From an optimization exercise on the open Yosys and OpenROAD flow, aimed at small area; shortcuts taken in it are not production practice.
Only simulation tests tie the RTL to the original design; equivalence was not proved.
Power and IR drop assume default switching activity.

==> job 1384: inputs <==
## wb_regfile_stage
module wb_regfile_stage #(
  parameter int DATA_W    = 32,
  parameter int CNT_W     = 32,
  parameter int EXIT_CODE = 10
) (
  input  logic              clk,
  input  logic              rst,
  input  logic              effective,
  input  logic [31:0]       ir,
  input  logic [31:0]       pc,
  input  logic              syscall,
  input  logic              jal,
  input  logic              reg_write,
  input  logic              write_back,
  input  logic [DATA_W-1:0] r1,
  input  logic [DATA_W-1:0] r2,
  input  logic [4:0]        rd_no,
  input  logic [4:0]        ra_no,
  input  logic [4:0]        rb_no,
  output logic [DATA_W-1:0] ra_data,
  output logic [DATA_W-1:0] rb_data,
  output logic              halt,
  output logic [DATA_W-1:0] disp_data,
  output logic              disp_valid,
  output logic [CNT_W-1:0]  retire_cnt
);
==> module wb_regfile_stage, before the edit <==
module wb_regfile_stage #(
  parameter int DATA_W    = 32,
  parameter int CNT_W     = 32,
  parameter int EXIT_CODE = 10
) (
  input  logic              clk,
  input  logic              rst,
  input  logic              effective,
  input  logic [31:0]       ir,
  input  logic [31:0]       pc,
  input  logic              syscall,
  input  logic              jal,
  input  logic              reg_write,
  input  logic              write_back,
  input  logic [DATA_W-1:0] r1,
  input  logic [DATA_W-1:0] r2,
  input  logic [4:0]        rd_no,
  input  logic [4:0]        ra_no,
  input  logic [4:0]        rb_no,
  output logic [DATA_W-1:0] ra_data,
  output logic [DATA_W-1:0] rb_data,
  output logic              halt,
  output logic [DATA_W-1:0] disp_data,
  output logic              disp_valid,
  output logic [CNT_W-1:0]  retire_cnt
);
  pipeline_pkg::state_t            state_q, state_d;
  logic [DATA_W-1:0] wdata, wdata_rst, v0_data, a0_data;
  logic [4:0]        wdest;
  logic              we, retire, sys_fire, v0_exit;
  logic              unused_ir;
  assign unused_ir = ^ir;
  logic [2:0] wsrc;
  logic [DATA_W-1:0] pc4;
  assign pc4  = DATA_W'(pc + 32'd4);
  assign wsrc = {!jal && !write_back, !jal && write_back, jal};
  for (genvar b = 0; b < DATA_W; b++) begin : g_wdata
    wb_wdata_bit u_wd (
      .d   ({r1[b], r2[b], pc4[b]}),
      .s   (wsrc),
      .rst (rst),
      .q   (wdata[b]),
      .q_rst (wdata_rst[b])
    );
  end
  assign wdest    = jal ? pipeline_pkg::REG_RA : rd_no;
  assign retire   = (state_q == pipeline_pkg::RUN) && effective;
  assign we       = retire && (reg_write || jal) && (wdest != pipeline_pkg::REG_ZERO);
  assign sys_fire = retire && syscall;
  assign v0_exit  = (v0_data == DATA_W'(EXIT_CODE));
  regfile_32x32 #(.DATA_W(DATA_W)) u_rf (
    .clk     (clk),
    .rst     (rst),
    .we      (we),
    .waddr   (wdest),
    .wdata   (wdata),
    .wdata_rst (wdata_rst),
    .ra_no   (ra_no),
    .rb_no   (rb_no),
    .ra_data (ra_data),
    .rb_data (rb_data),
    .v0_data (v0_data),
    .a0_data (a0_data)
  );
  always_ff @(posedge clk) begin
    if (rst) state_q <= pipeline_pkg::RUN;
    else     state_q <= state_d;
  end
  always_comb begin
    state_d = state_q;
    case (state_q)
      pipeline_pkg::RUN:     if (sys_fire && v0_exit) state_d = pipeline_pkg::HALTED;
      pipeline_pkg::HALTED:  state_d = pipeline_pkg::HALTED;
      default: state_d = pipeline_pkg::RUN;
    endcase
  end
  always_comb begin
    halt = (state_q == pipeline_pkg::HALTED);
  end
  logic              disp_ld, disp_keep;
  logic [DATA_W-1:0] disp_d;
  assign disp_ld   = sys_fire && !v0_exit && !rst;
  assign disp_keep = !(sys_fire && !v0_exit) && !rst;
  for (genvar b = 0; b < DATA_W; b++) begin : g_disp
    wb_ao22 u_dd (.a(a0_data[b]), .sa(disp_ld), .b(disp_data[b]), .sb(disp_keep), .y(disp_d[b]));
  end
  always_ff @(posedge clk) begin
    disp_data <= disp_d;
    if (rst) disp_valid <= 1'b0;
    else     disp_valid <= sys_fire && !v0_exit;
  end
  logic [CNT_W:0]   cnt_c;
  logic [CNT_W-1:0] cnt_d;
  logic             cnt_run, cnt_sat;
  logic [CNT_W/8-1:0] cnt_ones;
  logic [CNT_W/8:0]   cnt_bc;
  logic [CNT_W-1:0]   cnt_co;
  assign cnt_run  = !rst;
  assign cnt_sat  = cnt_bc[CNT_W/8] && !rst;
  assign cnt_bc[0] = retire;
  for (genvar k = 0; k < CNT_W/8; k++) begin : g_cnt_blk
    assign cnt_ones[k]  = &retire_cnt[8*k+7:8*k];
    assign cnt_bc[k+1]  = retire && (&cnt_ones[k:0]);
  end
  for (genvar i = 0; i < CNT_W; i++) begin : g_cnt
    assign cnt_c[i] = (i % 8 == 0) ? cnt_bc[i/8] : cnt_co[i-1];
    wb_cnt_bit u_cb (.q(retire_cnt[i]), .ci(cnt_c[i]), .run(cnt_run), .sat(cnt_sat),
                     .co(cnt_co[i]), .d(cnt_d[i]));
  end
  assign cnt_c[CNT_W] = cnt_bc[CNT_W/8];
  always_ff @(posedge clk) retire_cnt <= cnt_d;
endmodule
==> module wb_ao22, before the edit <==
module wb_ao22 (
  input  logic a,
  input  logic sa,
  input  logic b,
  input  logic sb,
  output logic y
);
  assign y = (a & sa) | (b & sb);
endmodule
==> module wb_cnt_bit, before the edit <==
module wb_cnt_bit (
  input  logic q,
  input  logic ci,
  input  logic run,
  input  logic sat,
  output logic co,
  output logic d
);
  assign co = q & ci;
  assign d  = ((q ^ ci) & run) | sat;
endmodule
==> module regfile_32x32, before the edit <==
module regfile_32x32 #(
  parameter int DATA_W = 32
) (
  input  logic              clk,
  input  logic              rst,
  input  logic              we,
  input  logic [4:0]        waddr,
  input  logic [DATA_W-1:0] wdata,
  input  logic [DATA_W-1:0] wdata_rst,
  input  logic [4:0]        ra_no,
  input  logic [4:0]        rb_no,
  output logic [DATA_W-1:0] ra_data,
  output logic [DATA_W-1:0] rb_data,
  output logic [DATA_W-1:0] v0_data,
  output logic [DATA_W-1:0] a0_data
);
  logic [DATA_W-1:0] regs [32];
  logic [31:0]       wsel, asel, bsel;
  logic              abyp, bbyp;
  for (genvar i = 0; i < 32; i++) begin : g_dec
    assign wsel[i] = we && waddr == 5'(i);
    assign asel[i] = ra_no == 5'(i) && !wsel[i];
    assign bsel[i] = rb_no == 5'(i) && !wsel[i];
  end
  assign regs[0] = '0;
  for (genvar i = 1; i < 32; i++) begin : g_reg
    always_ff @(posedge clk) begin
      if (rst || wsel[i]) regs[i] <= wdata_rst;
    end
  end
  assign abyp = we && ra_no == waddr && ra_no != 5'd0;
  assign bbyp = we && rb_no == waddr && rb_no != 5'd0;
  for (genvar b = 0; b < DATA_W; b++) begin : g_rd
    logic [31:0] col;
    assign col[0] = wdata[b];
    for (genvar i = 1; i < 32; i++) begin : g_col
      assign col[i] = regs[i][b];
    end
    rf_read_bit u_ra (.d(col), .sel({asel[31:1], abyp}), .q(ra_data[b]));
    rf_read_bit u_rb (.d(col), .sel({bsel[31:1], bbyp}), .q(rb_data[b]));
  end
  assign v0_data = regs[pipeline_pkg::REG_V0];
  assign a0_data = regs[pipeline_pkg::REG_A0];
endmodule
==> module wb_wdata_bit, before the edit <==
module wb_wdata_bit (
  input  logic [2:0] d,
  input  logic [2:0] s,
  input  logic       rst,
  output logic       q,
  output logic       q_rst
);
  logic n;
  assign n     = ~|(d & s);
  assign q     = ~n;
  assign q_rst = ~(n | rst);
endmodule
clock: 7.0 ns
lec_check: 0
cap_margin: 20
core_margin: 2
core_utilization: 60
slew_margin: 20
synth_hierarchical: 1
standard.sh (not shown) runs the stock make flow with config.mk's settings and CLKGATE_MAP_FILE= SYNTH_SCRIPT=/design/flow/synth_recipe.tcl, a recipe that flattens the netlist after the stock synthesis.
==> flow/flow/run.sh <==
#!/bin/bash
# Standard ORFS layout (the standard.sh, standard synthesis unchanged) with:
#  - port buffers of the smallest buffer cell instead of the default pick,
#  - clock tree synthesis without dummy loads and with a chosen buffer list and
#    cluster size,
#  - no slew/capacitance over-fix margin up to placement, and a margin from
#    clock tree synthesis on, where global-route parasitics show the real loads.
# make's output goes to make_place.log and make_finish.log here; ORFS keeps each
# step's log under orfs/logs/.
set -euo pipefail
CTS_BUFS="${CTS_BUFS:-sky130_fd_sc_hd__clkbuf_16}"
CTS_SIZE="${CTS_SIZE:-25}"
CTS_DIAM="${CTS_DIAM:-100}"
COMMON=(
  "BUFFER_PORTS_ARGS=-buffer_cell sky130_fd_sc_hd__buf_1"
  "CTS_ARGS=-sink_clustering_enable -repair_clock_nets -dont_use_dummy_load -buf_list {$CTS_BUFS} -sink_clustering_size $CTS_SIZE -sink_clustering_max_diameter $CTS_DIAM"
)
bash standard.sh "${COMMON[@]}" SLEW_MARGIN=0 CAP_MARGIN=0 place > make_place.log 2>&1
bash standard.sh "${COMMON[@]}" SLEW_MARGIN=15 CAP_MARGIN=15 finish > make_finish.log 2>&1
==> job 2195: changes against job 1384 <==
--- a/flow/design.v
+++ b/flow/design.v
@@ -113,9 +113,28 @@
   logic              we, retire, sys_fire, v0_exit;
   logic              unused_ir;
   assign unused_ir = ^ir;
+  logic [29:0] pc_hi, pc_inc;
+  logic [4:0]  pc_ones, pc_cin;
+  logic [29:0] pc_c;
+  assign pc_hi = pc[31:2];
+  for (genvar k = 0; k < 5; k++) begin : g_pc_blk
+    assign pc_ones[k] = &pc_hi[6*k+5:6*k];
+    if (k == 0) begin : g_first
+      assign pc_cin[k] = 1'b1;
+    end else begin : g_rest
+      assign pc_cin[k] = &pc_ones[k-1:0];
+    end
+    assign pc_c[6*k] = pc_cin[k];
+    for (genvar j = 0; j < 6; j++) begin : g_bit
+      assign pc_inc[6*k+j] = pc_hi[6*k+j] ^ pc_c[6*k+j];
+      if (j < 5) begin : g_c
+        assign pc_c[6*k+j+1] = pc_hi[6*k+j] & pc_c[6*k+j];
+      end
+    end
+  end
   logic [2:0] wsrc;
   logic [DATA_W-1:0] pc4;
-  assign pc4  = DATA_W'(pc + 32'd4);
+  assign pc4  = DATA_W'({pc_inc, pc[1:0]});
   assign wsrc = {!jal && !write_back, !jal && write_back, jal};
   for (genvar b = 0; b < DATA_W; b++) begin : g_wdata
     wb_wdata_bit u_wd (
@@ -160,38 +179,29 @@
   always_comb begin
     halt = (state_q == pipeline_pkg::HALTED);
   end
-  logic              disp_ld, disp_keep;
-  logic [DATA_W-1:0] disp_d;
-  assign disp_ld   = sys_fire && !v0_exit && !rst;
-  assign disp_keep = !(sys_fire && !v0_exit) && !rst;
-  for (genvar b = 0; b < DATA_W; b++) begin : g_disp
-    wb_ao22 u_dd (.a(a0_data[b]), .sa(disp_ld), .b(disp_data[b]), .sb(disp_keep), .y(disp_d[b]));
-  end
   always_ff @(posedge clk) begin
-    disp_data <= disp_d;
-    if (rst) disp_valid <= 1'b0;
-    else     disp_valid <= sys_fire && !v0_exit;
+    if (rst) begin
+      disp_data  <= '0;
+      disp_valid <= 1'b0;
+    end else begin
+      disp_valid <= 1'b0;
+      if (sys_fire && !v0_exit) begin
+        disp_data  <= a0_data;
+        disp_valid <= 1'b1;
+      end
+    end
   end
   logic [CNT_W:0]   cnt_c;
-  logic [CNT_W-1:0] cnt_d;
-  logic             cnt_run, cnt_sat;
-  logic [CNT_W/8-1:0] cnt_ones;
-  logic [CNT_W/8:0]   cnt_bc;
-  logic [CNT_W-1:0]   cnt_co;
-  assign cnt_run  = !rst;
-  assign cnt_sat  = cnt_bc[CNT_W/8] && !rst;
-  assign cnt_bc[0] = retire;
-  for (genvar k = 0; k < CNT_W/8; k++) begin : g_cnt_blk
-    assign cnt_ones[k]  = &retire_cnt[8*k+7:8*k];
-    assign cnt_bc[k+1]  = retire && (&cnt_ones[k:0]);
-  end
+  logic [CNT_W-1:0] cnt_inc;
+  assign cnt_c[0] = retire;
   for (genvar i = 0; i < CNT_W; i++) begin : g_cnt
-    assign cnt_c[i] = (i % 8 == 0) ? cnt_bc[i/8] : cnt_co[i-1];
-    wb_cnt_bit u_cb (.q(retire_cnt[i]), .ci(cnt_c[i]), .run(cnt_run), .sat(cnt_sat),
-                     .co(cnt_co[i]), .d(cnt_d[i]));
-  end
-  assign cnt_c[CNT_W] = cnt_bc[CNT_W/8];
-  always_ff @(posedge clk) retire_cnt <= cnt_d;
+    assign cnt_inc[i]  = retire_cnt[i] ^ cnt_c[i];
+    assign cnt_c[i+1]  = retire_cnt[i] & cnt_c[i];
+  end
+  always_ff @(posedge clk) begin
+    if (rst) retire_cnt <= '0;
+    else     retire_cnt <= cnt_inc | {CNT_W{cnt_c[CNT_W]}};
+  end
 endmodule
 module wb_wdata_bit (
   input  logic [2:0] d,
@@ -205,23 +215,3 @@
   assign q     = ~n;
   assign q_rst = ~(n | rst);
 endmodule
-module wb_ao22 (
-  input  logic a,
-  input  logic sa,
-  input  logic b,
-  input  logic sb,
-  output logic y
-);
-  assign y = (a & sa) | (b & sb);
-endmodule
-module wb_cnt_bit (
-  input  logic q,
-  input  logic ci,
-  input  logic run,
-  input  logic sat,
-  output logic co,
-  output logic d
-);
-  assign co = q & ci;
-  assign d  = ((q ^ ci) & run) | sat;
-endmodule
==> flow/flow/run.sh (replaced) <==
#!/bin/bash
# Standard ORFS layout (the standard.sh, standard synthesis unchanged) with:
#  - port buffers of the smallest buffer cell instead of the default pick,
#  - clock tree synthesis without dummy loads and with a chosen buffer list,
# make's full output goes to make.log here; ORFS keeps each step's log under orfs/logs/.
set -euo pipefail
CTS_BUFS="${CTS_BUFS:-sky130_fd_sc_hd__clkbuf_16}"
CTS_SIZE="${CTS_SIZE:-25}"
CTS_DIAM="${CTS_DIAM:-100}"
bash standard.sh \
  "BUFFER_PORTS_ARGS=-buffer_cell sky130_fd_sc_hd__buf_1" \
  "CTS_ARGS=-sink_clustering_enable -repair_clock_nets -dont_use_dummy_load -buf_list {$CTS_BUFS} -sink_clustering_size $CTS_SIZE -sink_clustering_max_diameter $CTS_DIAM" \
  finish > make.log 2>&1
--- a/flow/config.mk
+++ b/flow/config.mk
@@ -5,8 +5,8 @@
 export SDC_FILE = /design/flow/constraint.sdc
 export NUM_CORES = 4
 export LEC_CHECK = 0
-export CAP_MARGIN = 20
+export CAP_MARGIN = 10
 export CORE_MARGIN = 2
 export CORE_UTILIZATION = 60
-export SLEW_MARGIN = 20
+export SLEW_MARGIN = 10
 export SYNTH_HIERARCHICAL = 1
==> job 3433: changes against job 1384 <==
--- a/flow/design.v
+++ b/flow/design.v
@@ -16,7 +16,6 @@
   input  logic              we,
   input  logic [4:0]        waddr,
   input  logic [DATA_W-1:0] wdata,
-  input  logic [DATA_W-1:0] wdata_rst,
   input  logic [4:0]        ra_no,
   input  logic [4:0]        rb_no,
   output logic [DATA_W-1:0] ra_data,
@@ -25,8 +24,10 @@
   output logic [DATA_W-1:0] a0_data
 );
   logic [DATA_W-1:0] regs [32];
+  logic [DATA_W-1:0] wd;
   logic [31:0]       wsel, asel, bsel;
   logic              abyp, bbyp;
+  assign wd = wdata & {DATA_W{~rst}};
   for (genvar i = 0; i < 32; i++) begin : g_dec
     assign wsel[i] = we && waddr == 5'(i);
     assign asel[i] = ra_no == 5'(i) && !wsel[i];
@@ -35,7 +36,7 @@
   assign regs[0] = '0;
   for (genvar i = 1; i < 32; i++) begin : g_reg
     always_ff @(posedge clk) begin
-      if (rst || wsel[i]) regs[i] <= wdata_rst;
+      if (rst || wsel[i]) regs[i] <= wd;
     end
   end
   assign abyp = we && ra_no == waddr && ra_no != 5'd0;
@@ -108,24 +109,12 @@
   output logic [CNT_W-1:0]  retire_cnt
 );
   pipeline_pkg::state_t            state_q, state_d;
-  logic [DATA_W-1:0] wdata, wdata_rst, v0_data, a0_data;
+  logic [DATA_W-1:0] wdata, v0_data, a0_data;
   logic [4:0]        wdest;
   logic              we, retire, sys_fire, v0_exit;
   logic              unused_ir;
   assign unused_ir = ^ir;
-  logic [2:0] wsrc;
-  logic [DATA_W-1:0] pc4;
-  assign pc4  = DATA_W'(pc + 32'd4);
-  assign wsrc = {!jal && !write_back, !jal && write_back, jal};
-  for (genvar b = 0; b < DATA_W; b++) begin : g_wdata
-    wb_wdata_bit u_wd (
-      .d   ({r1[b], r2[b], pc4[b]}),
-      .s   (wsrc),
-      .rst (rst),
-      .q   (wdata[b]),
-      .q_rst (wdata_rst[b])
-    );
-  end
+  assign wdata    = jal ? DATA_W'(pc + 32'd4) : (write_back ? r2 : r1);
   assign wdest    = jal ? pipeline_pkg::REG_RA : rd_no;
   assign retire   = (state_q == pipeline_pkg::RUN) && effective;
   assign we       = retire && (reg_write || jal) && (wdest != pipeline_pkg::REG_ZERO);
@@ -137,7 +126,6 @@
     .we      (we),
     .waddr   (wdest),
     .wdata   (wdata),
-    .wdata_rst (wdata_rst),
     .ra_no   (ra_no),
     .rb_no   (rb_no),
     .ra_data (ra_data),
@@ -160,68 +148,20 @@
   always_comb begin
     halt = (state_q == pipeline_pkg::HALTED);
   end
-  logic              disp_ld, disp_keep;
-  logic [DATA_W-1:0] disp_d;
-  assign disp_ld   = sys_fire && !v0_exit && !rst;
-  assign disp_keep = !(sys_fire && !v0_exit) && !rst;
-  for (genvar b = 0; b < DATA_W; b++) begin : g_disp
-    wb_ao22 u_dd (.a(a0_data[b]), .sa(disp_ld), .b(disp_data[b]), .sb(disp_keep), .y(disp_d[b]));
+  always_ff @(posedge clk) begin
+    if (rst) begin
+      disp_data  <= '0;
+      disp_valid <= 1'b0;
+    end else begin
+      disp_valid <= 1'b0;
+      if (sys_fire && !v0_exit) begin
+        disp_data  <= a0_data;
+        disp_valid <= 1'b1;
+      end
+    end
   end
   always_ff @(posedge clk) begin
-    disp_data <= disp_d;
-    if (rst) disp_valid <= 1'b0;
-    else     disp_valid <= sys_fire && !v0_exit;
+    if (rst)                          retire_cnt <= '0;
+    else if (retire && retire_cnt != '1) retire_cnt <= retire_cnt + 1'b1;
   end
-  logic [CNT_W:0]   cnt_c;
-  logic [CNT_W-1:0] cnt_d;
-  logic             cnt_run, cnt_sat;
-  logic [CNT_W/8-1:0] cnt_ones;
-  logic [CNT_W/8:0]   cnt_bc;
-  logic [CNT_W-1:0]   cnt_co;
-  assign cnt_run  = !rst;
-  assign cnt_sat  = cnt_bc[CNT_W/8] && !rst;
-  assign cnt_bc[0] = retire;
-  for (genvar k = 0; k < CNT_W/8; k++) begin : g_cnt_blk
-    assign cnt_ones[k]  = &retire_cnt[8*k+7:8*k];
-    assign cnt_bc[k+1]  = retire && (&cnt_ones[k:0]);
-  end
-  for (genvar i = 0; i < CNT_W; i++) begin : g_cnt
-    assign cnt_c[i] = (i % 8 == 0) ? cnt_bc[i/8] : cnt_co[i-1];
-    wb_cnt_bit u_cb (.q(retire_cnt[i]), .ci(cnt_c[i]), .run(cnt_run), .sat(cnt_sat),
-                     .co(cnt_co[i]), .d(cnt_d[i]));
-  end
-  assign cnt_c[CNT_W] = cnt_bc[CNT_W/8];
-  always_ff @(posedge clk) retire_cnt <= cnt_d;
 endmodule
-module wb_wdata_bit (
-  input  logic [2:0] d,
-  input  logic [2:0] s,
-  input  logic       rst,
-  output logic       q,
-  output logic       q_rst
-);
-  logic n;
-  assign n     = ~|(d & s);
-  assign q     = ~n;
-  assign q_rst = ~(n | rst);
-endmodule
-module wb_ao22 (
-  input  logic a,
-  input  logic sa,
-  input  logic b,
-  input  logic sb,
-  output logic y
-);
-  assign y = (a & sa) | (b & sb);
-endmodule
-module wb_cnt_bit (
-  input  logic q,
-  input  logic ci,
-  input  logic run,
-  input  logic sat,
-  output logic co,
-  output logic d
-);
-  assign co = q & ci;
-  assign d  = ((q ^ ci) & run) | sat;
-endmodule
==> flow/flow/run.sh (replaced) <==
#!/bin/bash
# Standard ORFS layout (the standard.sh, standard synthesis unchanged) with:
#  - port buffers of the smallest buffer cell instead of the default pick,
#  - clock tree synthesis without dummy loads and with a chosen buffer list,
#  - power recovery (downsizing off-critical cells) after global routing.
# make's full output goes to make.log here; ORFS keeps each step's log under orfs/logs/.
set -euo pipefail
CTS_BUFS="${CTS_BUFS:-sky130_fd_sc_hd__clkbuf_16}"
CTS_SIZE="${CTS_SIZE:-25}"
CTS_DIAM="${CTS_DIAM:-100}"
bash standard.sh \
  "BUFFER_PORTS_ARGS=-buffer_cell sky130_fd_sc_hd__buf_1" \
  "CTS_ARGS=-sink_clustering_enable -repair_clock_nets -dont_use_dummy_load -buf_list {$CTS_BUFS} -sink_clustering_size $CTS_SIZE -sink_clustering_max_diameter $CTS_DIAM" \
  "RECOVER_POWER=100" \
  finish > make.log 2>&1
--- a/flow/config.mk
+++ b/flow/config.mk
@@ -5,8 +5,8 @@
 export SDC_FILE = /design/flow/constraint.sdc
 export NUM_CORES = 4
 export LEC_CHECK = 0
-export CAP_MARGIN = 20
+export CAP_MARGIN = 0
 export CORE_MARGIN = 2
 export CORE_UTILIZATION = 60
-export SLEW_MARGIN = 20
+export SLEW_MARGIN = 0
 export SYNTH_HIERARCHICAL = 1
==> notes <==
Job 2195 ran to the end with violations: setup timing. Job 3433 completed and failed the layout checks on capacitance limit, slew limit. Job 1384 went through all stages and came out clean. Routed wire length: job 3433 > job 2195 > job 1384. Setup slack, lowest first: job 2195, job 1384, job 3433. Cell count, lowest first: job 1384, job 2195, job 3433. Clock skew: job 1384 > job 3433 > job 2195. Between job 3433 and job 2195, the lower maximum frequency is in job 2195 (gap about 5%, measured against job 2195). Global-route usage: job 1384 < job 2195 < job 3433. In job 2195 the clock power is higher than in job 1384, by about 1%. Between job 3433 and job 2195, the lower combinational power is in job 3433 (gap about 8%, measured against job 2195). Clock-buffer cell count is the same in job 1384 and job 2195. In job 2195 the final area is higher than in job 1384, by 1.8%.

==> re-timing with driven ports <==
The results above use ideal ports. As a check the final layouts listed here were re-extracted and re-timed, cells and wires unchanged. Step 1 sets driving cells, clkbuf_16 on the clock port and buf_2 on the other inputs (assumed; they add their load-dependent delay and slew). Step 2 also shifts input and output timing later by t, the mid clock arrival at the registers, as if the neighbouring blocks saw the same clock. Slacks: ideal / step 1 / step 2; pairs: ideal / step 1.
run | shift t [ns] | slack for setup (ns) | worst register clock-pin slew, ns | worst slew at a driven data input, ns | cell pins on the clock port's net
job 1384 | 0.706 | 0.102 / 0.077 / 0.077 | 0.10 / 0.10 | 0.10 | 1
job 2195 | 0.708 | -0.010 / -0.034 / -0.298 | 0.11 / 0.11 | 0.16 | 1
job 3433 | 0.700 | 0.309 / 0.277 / -0.037 | 0.11 / 0.11 | 0.12 | 1
The setup slack of job 3433, which loses most, moves by -0.032 ns with the drivers and by -0.346 ns with both steps.
